Background: an optimization exercise with open tools, aiming at small area, a short achievable clock period and few clock cycles per item. Do not read the settings as production practice.
Function was checked by simulation only, so behaviour that the tests miss may differ from the original.
Power and IR drop assume default switching activity.

### design/flow/config.mk
export PLATFORM = sky130hd
export DESIGN_NAME = double_ended_queue_unit
export DESIGN_NICKNAME = double_ended_queue_unit
export VERILOG_FILES = /design/flow/design.v
export SDC_FILE = /design/flow/constraint.sdc
export NUM_CORES = 4
export LEC_CHECK = 0
export CAP_MARGIN = 20
export CORE_MARGIN = 2
export CORE_UTILIZATION = 40
export SLEW_MARGIN = 20
### design/flow/constraint.sdc
create_clock -name core_clock -period 5.0 [get_ports {clk}]
set_input_delay 1.0000 -clock core_clock [delete_from_list [all_inputs] [get_ports {clk}]]
set_output_delay 1.0000 -clock core_clock [all_outputs]
set_load 0.01 [all_outputs]
### design/flow/design.v
package deq_pkg;
  localparam int DEQ_DEPTH = 16;
  localparam int WORD_W    = 32;
  typedef enum logic [1:0] {
    OP_PUSH_FRONT = 2'd0,
    OP_PUSH_BACK  = 2'd1,
    OP_POP_FRONT  = 2'd2,
    OP_POP_BACK   = 2'd3
  } deq_op_t;
  typedef enum logic [1:0] {
    ST_DONE  = 2'd0,
    ST_EMPTY = 2'd1,
    ST_FULL  = 2'd2
  } deq_status_t;
  typedef struct packed {
    logic                     add_front;
    logic                     add_back;
    logic                     take_front;
    logic                     take_back;
    logic signed [WORD_W-1:0] word;
  } cell_ctrl_t;
endpackage
module deq_cell (
  input  logic                              clk,
  input  logic                              rst_n,
  input  deq_pkg::cell_ctrl_t               ctrl,
  input  logic                              left_valid,
  input  logic signed [deq_pkg::WORD_W-1:0] left_data,
  input  logic                              right_valid,
  input  logic signed [deq_pkg::WORD_W-1:0] right_data,
  output logic                              valid,
  output logic signed [deq_pkg::WORD_W-1:0] data,
  output logic signed [deq_pkg::WORD_W-1:0] back_data
);
  logic                     valid_r, valid_nxt;
  logic signed [deq_pkg::WORD_W-1:0] data_r, data_nxt;
  logic                     is_last;
  logic                     is_free_tail;
  assign is_last      = valid_r && !right_valid;
  assign is_free_tail = left_valid && !valid_r;
  always_comb begin
    valid_nxt = valid_r;
    data_nxt  = data_r;
    if (ctrl.add_front) begin
      valid_nxt = left_valid;
      data_nxt  = left_data;
    end else if (ctrl.take_front) begin
      valid_nxt = right_valid;
      data_nxt  = right_data;
    end else if (ctrl.add_back && is_free_tail) begin
      valid_nxt = 1'b1;
      data_nxt  = ctrl.word;
    end else if (ctrl.take_back && is_last) begin
      valid_nxt = 1'b0;
    end
  end
  always_ff @(posedge clk) begin
    if (!rst_n) begin
      valid_r <= 1'b0;
    end else begin
      valid_r <= valid_nxt;
    end
  end
  always_ff @(posedge clk) begin
    data_r <= data_nxt;
  end
  assign valid     = valid_r;
  assign data      = data_r;
  assign back_data = is_last ? data_r : '0;
endmodule
module double_ended_queue_unit #(
  parameter int DEPTH = deq_pkg::DEQ_DEPTH,
  parameter int CNT_W = $clog2(DEPTH + 1)
) (
  input  logic                              clk,
  input  logic                              rst_n,
  input  logic                              in_valid,
  output logic                              in_ready,
  input  logic [1:0]                        in_func,
  input  logic signed [deq_pkg::WORD_W-1:0] in_value,
  output logic                              out_valid,
  input  logic                              out_ready,
  output logic signed [deq_pkg::WORD_W-1:0] out_popped,
  output logic [1:0]                        out_status,
  output logic [CNT_W-1:0]                  out_occupancy
);
  logic [DEPTH-1:0]         valid_vec;
  logic signed [deq_pkg::WORD_W-1:0] data_arr [DEPTH];
  logic signed [deq_pkg::WORD_W-1:0] back_arr [DEPTH];
  logic signed [deq_pkg::WORD_W-1:0] back_word;
  deq_pkg::cell_ctrl_t               ctrl;
  logic [CNT_W-1:0]         cnt_r, cnt_nxt;
  logic                     out_valid_r;
  logic signed [deq_pkg::WORD_W-1:0] popped_r, popped_nxt;
  deq_pkg::deq_status_t              status_r, status_nxt;
  logic [CNT_W-1:0]         occ_r;
  deq_pkg::deq_op_t op;
  logic    accept;
  logic    full;
  logic    empty;
  assign op       = deq_pkg::deq_op_t'(in_func);
  assign in_ready = !out_valid_r || out_ready;
  assign accept   = in_valid && in_ready;
  assign full     = valid_vec[DEPTH-1];
  assign empty    = !valid_vec[0];
  genvar g;
  generate
    for (g = 0; g < DEPTH; g++) begin : g_cell
      logic                     lv, rv;
      logic signed [deq_pkg::WORD_W-1:0] ld, rd;
      if (g == 0) begin : g_first
        assign lv = 1'b1;
        assign ld = in_value;
      end else begin : g_mid
        assign lv = valid_vec[g-1];
        assign ld = data_arr[g-1];
      end
      if (g == DEPTH - 1) begin : g_last
        assign rv = 1'b0;
        assign rd = '0;
      end else begin : g_body
        assign rv = valid_vec[g+1];
        assign rd = data_arr[g+1];
      end
      deq_cell u_cell (
        .clk         (clk),
        .rst_n       (rst_n),
        .ctrl        (ctrl),
        .left_valid  (lv),
        .left_data   (ld),
        .right_valid (rv),
        .right_data  (rd),
        .valid       (valid_vec[g]),
        .data        (data_arr[g]),
        .back_data   (back_arr[g])
      );
    end
  endgenerate
  always_comb begin
    back_word = '0;
    for (int i = 0; i < DEPTH; i++) begin
      back_word = back_word | back_arr[i];
    end
  end
  always_comb begin
    ctrl       = '0;
    ctrl.word  = in_value;
    popped_nxt = '0;
    status_nxt = deq_pkg::ST_DONE;
    cnt_nxt    = cnt_r;
    unique case (op)
      deq_pkg::OP_PUSH_FRONT, deq_pkg::OP_PUSH_BACK: begin
        if (full) begin
          status_nxt = deq_pkg::ST_FULL;
        end else begin
          ctrl.add_front = accept && (op == deq_pkg::OP_PUSH_FRONT);
          ctrl.add_back  = accept && (op == deq_pkg::OP_PUSH_BACK);
          cnt_nxt        = cnt_r + CNT_W'(1);
        end
      end
      deq_pkg::OP_POP_FRONT, deq_pkg::OP_POP_BACK: begin
        if (empty) begin
          popped_nxt = '1;
          status_nxt = deq_pkg::ST_EMPTY;
        end else begin
          ctrl.take_front = accept && (op == deq_pkg::OP_POP_FRONT);
          ctrl.take_back  = accept && (op == deq_pkg::OP_POP_BACK);
          popped_nxt      = (op == deq_pkg::OP_POP_FRONT) ? data_arr[0] : back_word;
          cnt_nxt         = cnt_r - CNT_W'(1);
        end
      end
      default: ;
    endcase
  end
  always_ff @(posedge clk) begin
    if (!rst_n) begin
      cnt_r       <= '0;
      out_valid_r <= 1'b0;
    end else begin
      if (accept) begin
        cnt_r       <= cnt_nxt;
        out_valid_r <= 1'b1;
      end else if (out_ready) begin
        out_valid_r <= 1'b0;
      end
    end
  end
  always_ff @(posedge clk) begin
    if (accept) begin
      popped_r <= popped_nxt;
      status_r <= status_nxt;
      occ_r    <= cnt_nxt;
    end
  end
  assign out_valid     = out_valid_r;
  assign out_popped    = popped_r;
  assign out_status    = status_r;
  assign out_occupancy = occ_r;
endmodule
### design/flow/run.sh
#!/bin/bash
# synth_recipe.tcl (not shown) runs the flow's synth.tcl, then flattens the netlist and writes it again
# the make line also repeats each setting of config.mk as NAME=value (left out here)
make -C /OpenROAD-flow-scripts/flow DESIGN_CONFIG=/design/flow/config.mk WORK_HOME=/design/flow/orfs CLKGATE_MAP_FILE= SYNTH_SCRIPT=/design/flow/synth_recipe.tcl finish
==> summary.txt <==
-- where the power goes --
group	switching [mW]	leakage, nW	internal (mW)
Clock	1.98	1.02	2.79
Combinational	0.866	4.46	0.535
Sequential	0.197	5.28	5.60
Total	3.05	10.8	8.92
-- cell usage in the layout (no fill, tap or decap), types with 5 or more instances in the layout --
cell type,n
edfxtp_1,551
a221o_1,449
nand2_1,118
a22oi_1,81
clkdlybuf4s50_1,77
a22o_1,75
clkbuf_16,71
buf_4,66
and3b_1,63
and3_1,46
o21ai_0,45
a2111oi_0,39
a21o_1,32
a31oi_1,32
a21oi_1,28
nor2_1,25
dfxtp_1,21
o221a_2,19
clkbuf_1,19
buf_12,19
a221oi_1,18
o21ai_4,15
nor2b_4,14
a222oi_1,14
clkinv_1,14
and4_1,13
inv_1,9
a32o_1,9
clkinv_2,8
nand3_1,6
nand4_1,5
-- final cells by class --
type,count,share of cell area
Antenna cell,2,0.0001567
Clock buffer,90,0.05788
Clock inverter,29,0.007445
Inverter,13,0.001528
Multi-Input combinational cell,1194,0.3106
Sequential cell,573,0.5320
Tap cell,931,0.03648
Timing Repair Buffer,166,0.05392
-- flip-flops by register name, indices dropped and copies added, names as in the netlist --
| register | count |
|---|---|
| g_cell.u_cell.valid_r | 16 |
| out_valid_r | 1 |
| occ_r | 5 |
| status_r | 2 |
| popped_r | 32 |
| g_cell.u_cell.data_r | 512 |
| cnt_r | 5 |
-- worst max-delay path by stage --
stage,start,to,slack [ps],cells after the start
after global routing,out_ready,g_cell[1].u_cell.data_r[1]$_DFFE_PP_,1370,7
after floorplan,in_func[1],g_cell[4].u_cell.valid_r$_SDFFE_PN0P_,490,5
after global placement,out_ready,g_cell[9].u_cell.data_r[24]$_DFFE_PP_,790,6
after detailed placement,out_ready,g_cell[1].u_cell.data_r[27]$_DFFE_PP_,870,7
final,out_ready,g_cell[6].u_cell.data_r[1]$_DFFE_PP_,1430,6
after CTS,out_ready,g_cell[1].u_cell.data_r[1]$_DFFE_PP_,1490,7
-- cells by family (layout without fill, tap and decap cells) --
kind of cell / after synthesis / count (layout) / synth area share
DFF: 573 / 573 / 0.6099
buffers and inverters: 281 / 298 / 0.04457
other: 0 / 2 / 0
AOI/OAI and AO/OA: 866 / 866 / 0.2754
adders and majority gates: 2 / 2 / 0.0008984
and+or+nand+nor: 321 / 321 / 0.06766
xor gates and xnor gates: 5 / 5 / 0.001572
-- layer usage --
metal	up-vias	wire [um]	GRT usage
li1	8803	-	-
met1	11020	39520	0.3896
met2	1818	43880	0.4101
met3	322	13170	0.06680
met4	0	4861	0.1231
met5	-	0	0
-- synthesized netlist by cell type, types with 2 or more instances --
cell type,n,share of area
nor2_1,25,0.0034
buf_1,7,0.00094
buf_2,104,0.019
and4_1,13,0.0041
a21oi_1,28,0.0050
o221a_2,19,0.0077
clkbuf_1,149,0.020
and3b_1,63,0.020
o2111ai_1,2,0.00063
a222oi_1,14,0.0050
a2bb2oi_1,2,0.00063
a22o_1,75,0.024
nor4_1,4,0.00090
a221o_1,449,0.16
buf_6,7,0.0028
nand3b_1,3,0.00081
nand3_1,7,0.0013
and3_4,3,0.0012
a2111oi_0,39,0.012
a32o_1,9,0.0032
a21o_1,32,0.0086
nand4_1,5,0.0011
nor3_2,2,0.00072
nor2b_1,17,0.0038
nand2_1,119,0.016
xnor2_1,4,0.0013
and2_1,4,0.00090
a221oi_1,18,0.0057
a211o_1,2,0.00063
and3_1,46,0.010
o21ai_0,60,0.011
a31oi_1,32,0.0072
or3_1,2,0.00045
inv_2,3,0.00040
ha_1,2,0.00090
edfxtp_1,551,0.59
dfxtp_1,22,0.016
inv_1,10,0.0013
a22oi_1,81,0.022
-- through the flow --
stage	utilization	hold slack, ps
finish	0.4647	519.9
global route	0.4647	556.3
CTS	0.4647	522.2
detailed placement	0.4343	514.1
global placement	0.4333	501.3
floorplan	-	478.4
-- tightest hold or removal path, stage by stage, from the launching register on --
cell and delay, ps:
dfxtp_1 340, nand2_1 70, a21oi_1 60
==> flow_metrics.py <==
metrics = {
    "timing": {
        "clock.fmax_mhz": 280.0,
        "period_minus_slack_ps": 3571,
        "tightest_slew_ps": 1044,
        "setup_viol": 0,
        "period_share": 0.7143,
        "rsz0062_at_grt": "false",
        "fin_ws_ps": 1429,
        "final_max_slew_viol_count": 0,
        "max-slew-margin-rel": 0.3016,
        "hold_viol": 0,
        "setup_tns_ps": 0,
        "clock_skew_ps": 37.41,
    },
    "clocking": {
        "ctsResizeCount": 0,
        "h-tree-depth": 3,
        "hold_buffers": 0,
        "clock_latency_ps": 610,
        "clockRootBuffer": "clkbuf_16",
        "clk_pin_slew_worst_paths_ps": 60,
        "cts_tree": "done",
        "clockBufferDepth": 3,
        "cts_setup_buffers": 0,
        "cts_buffers": 66,
        "cts_num_sinks": 573,
    },
    "routing": {
        "wl_per_cell_um": 33.83,
        "via_per_inst": 7.327,
        "drt_iter0_drc": 3806,
        "drc_errors": 0,
        "route.vias.total": 21970,
        "first_pass_iters": 8,
        "routed_wl_um": 101400,
        "ant_nets": 0,
    },
    "worst_setup_path": {
        "path_buf_inv": 3,
        "crit_fanout": 19,
        "timing.rr.end": "g_cell[5].u_cell.data_r[31]$_DFFE_PP_",
        "cp.required_ps": 5270,
        "cp-start-kind": "primary input",
        "cp-end-kind": "flop",
        "crit_type": "in -> reg",
        "r2r_slack_ps": 1530,
        "crit_family": "buffers and inverters",
        "worstPathArrival_ps": 3840,
        "reg2reg_from": "g_cell[4].u_cell.valid_r$_SDFFE_PN0P_",
        "crit_path_cell_trace": "clkdlybuf4s50_1 > nor2b_4 > inv_2 > nand3_2 > o21ai_4 > buf_4",
        "slowest_delay_ps": 1050,
        "reg2regPathDepth": 4,
        "crit_slowest_cell": "o21ai_4",
    },
    "floorplan": {
        "placementRows": 96,
        "die_w_um": 267.9,
        "die_y_um": 267.9,
        "core_um2": 68710,
        "ios": 79,
        "start_util": 0.4053,
        "dieArea_um2": 71750,
    },
    "synth": {
        "async_reset_ff_frac": 0,
        "ys_types": 53,
        "synth_area_um2": 27850,
        "synth_edf_count": 551,
        "synthFlopType": "edfxtp_1",
        "yosysWarnings": 4,
        "synth_seq_cells": 573,
        "synth_cells": 2048,
        "synth_nets": 2088,
        "seq_area_frac_synth": 0.6099,
        "synth.avg_cell_area_um2": 13.60,
    },
    "power": {
        "powerDensity_nw_per_um2": 374.9,
        "p_leak_nw": 10.76,
        "ir_drop_mv": 0.2036,
        "p_total_mw": 11.97,
    },
    "placement": {
        "io_buffers": 78,
        "gp_congestion": 0.8638,
        "dp_cells": 2877,
        "placed_area_um2": 29840,
        "place_ws_ps": 869.6,
        "hpwl_um": 56470,
    },
    "grt": {
        "first_global_vias": 20850,
        "grt_max_degree": 136,
        "overflow": 0,
        "antenna_found_initial": 5,
        "gr-usage-all-layers": 0.2780,
        "grt_pass1_wl_um": 145600,
    },
    "worst_hold_path": {
        "holdPathEnd": "cnt_r[1]$_SDFFE_PN0P_",
        "hold_class": "reg -> reg",
        "holdPathStages": 2,
        "min_from": "cnt_r[1]$_SDFFE_PN0P_",
    },
    "cells_and_area": {
        "nNetsFinal": 2054,
        "n_fill_cell": 6054,
        "multiInputGateArea_um2": 9916,
        "area_growth_pct": 14.65,
        "layoutNonFillerInstCount": 2998,
        "final_area_um2": 31930,
        "final_layout_size_suffix_gt1_frac": 0.1162,
        "layout.area.seq_um2": 16990,
    },
    "status": {
        "status": "timing/DRC/antenna clean",
    },
    "run": {
        "max_cap_violations": 0,
    },
}
Testbench counts, summed over its fixed seeds: cycles 24,008, items 24,000.

## static timing again, ports no longer ideal
No port has a modelled driver above. Below, the same layout with a new extraction and two added sets of constraints.
Step 1: set_driving_cell puts a clkbuf_16 on clk and a buf_2 on each other input, an assumption about the parent block.
Step 2 times the ports against the registers' clock, not the clock port: input delays grow and output delays shrink by t, the midpoint of the rising clock arrivals with the driver on.
Slacks: ideal / step 1 / step 2; pairs: ideal / step 1.
t (ns): 0.661
setup WS [ns]: 1.429 / 1.462 / 0.801
cell pins on the clock port's net: 1
After both steps setup and hold are still met in this run. For this run, drivers alone change the setup slack by +0.033 ns; drivers and shift together by -0.628 ns.
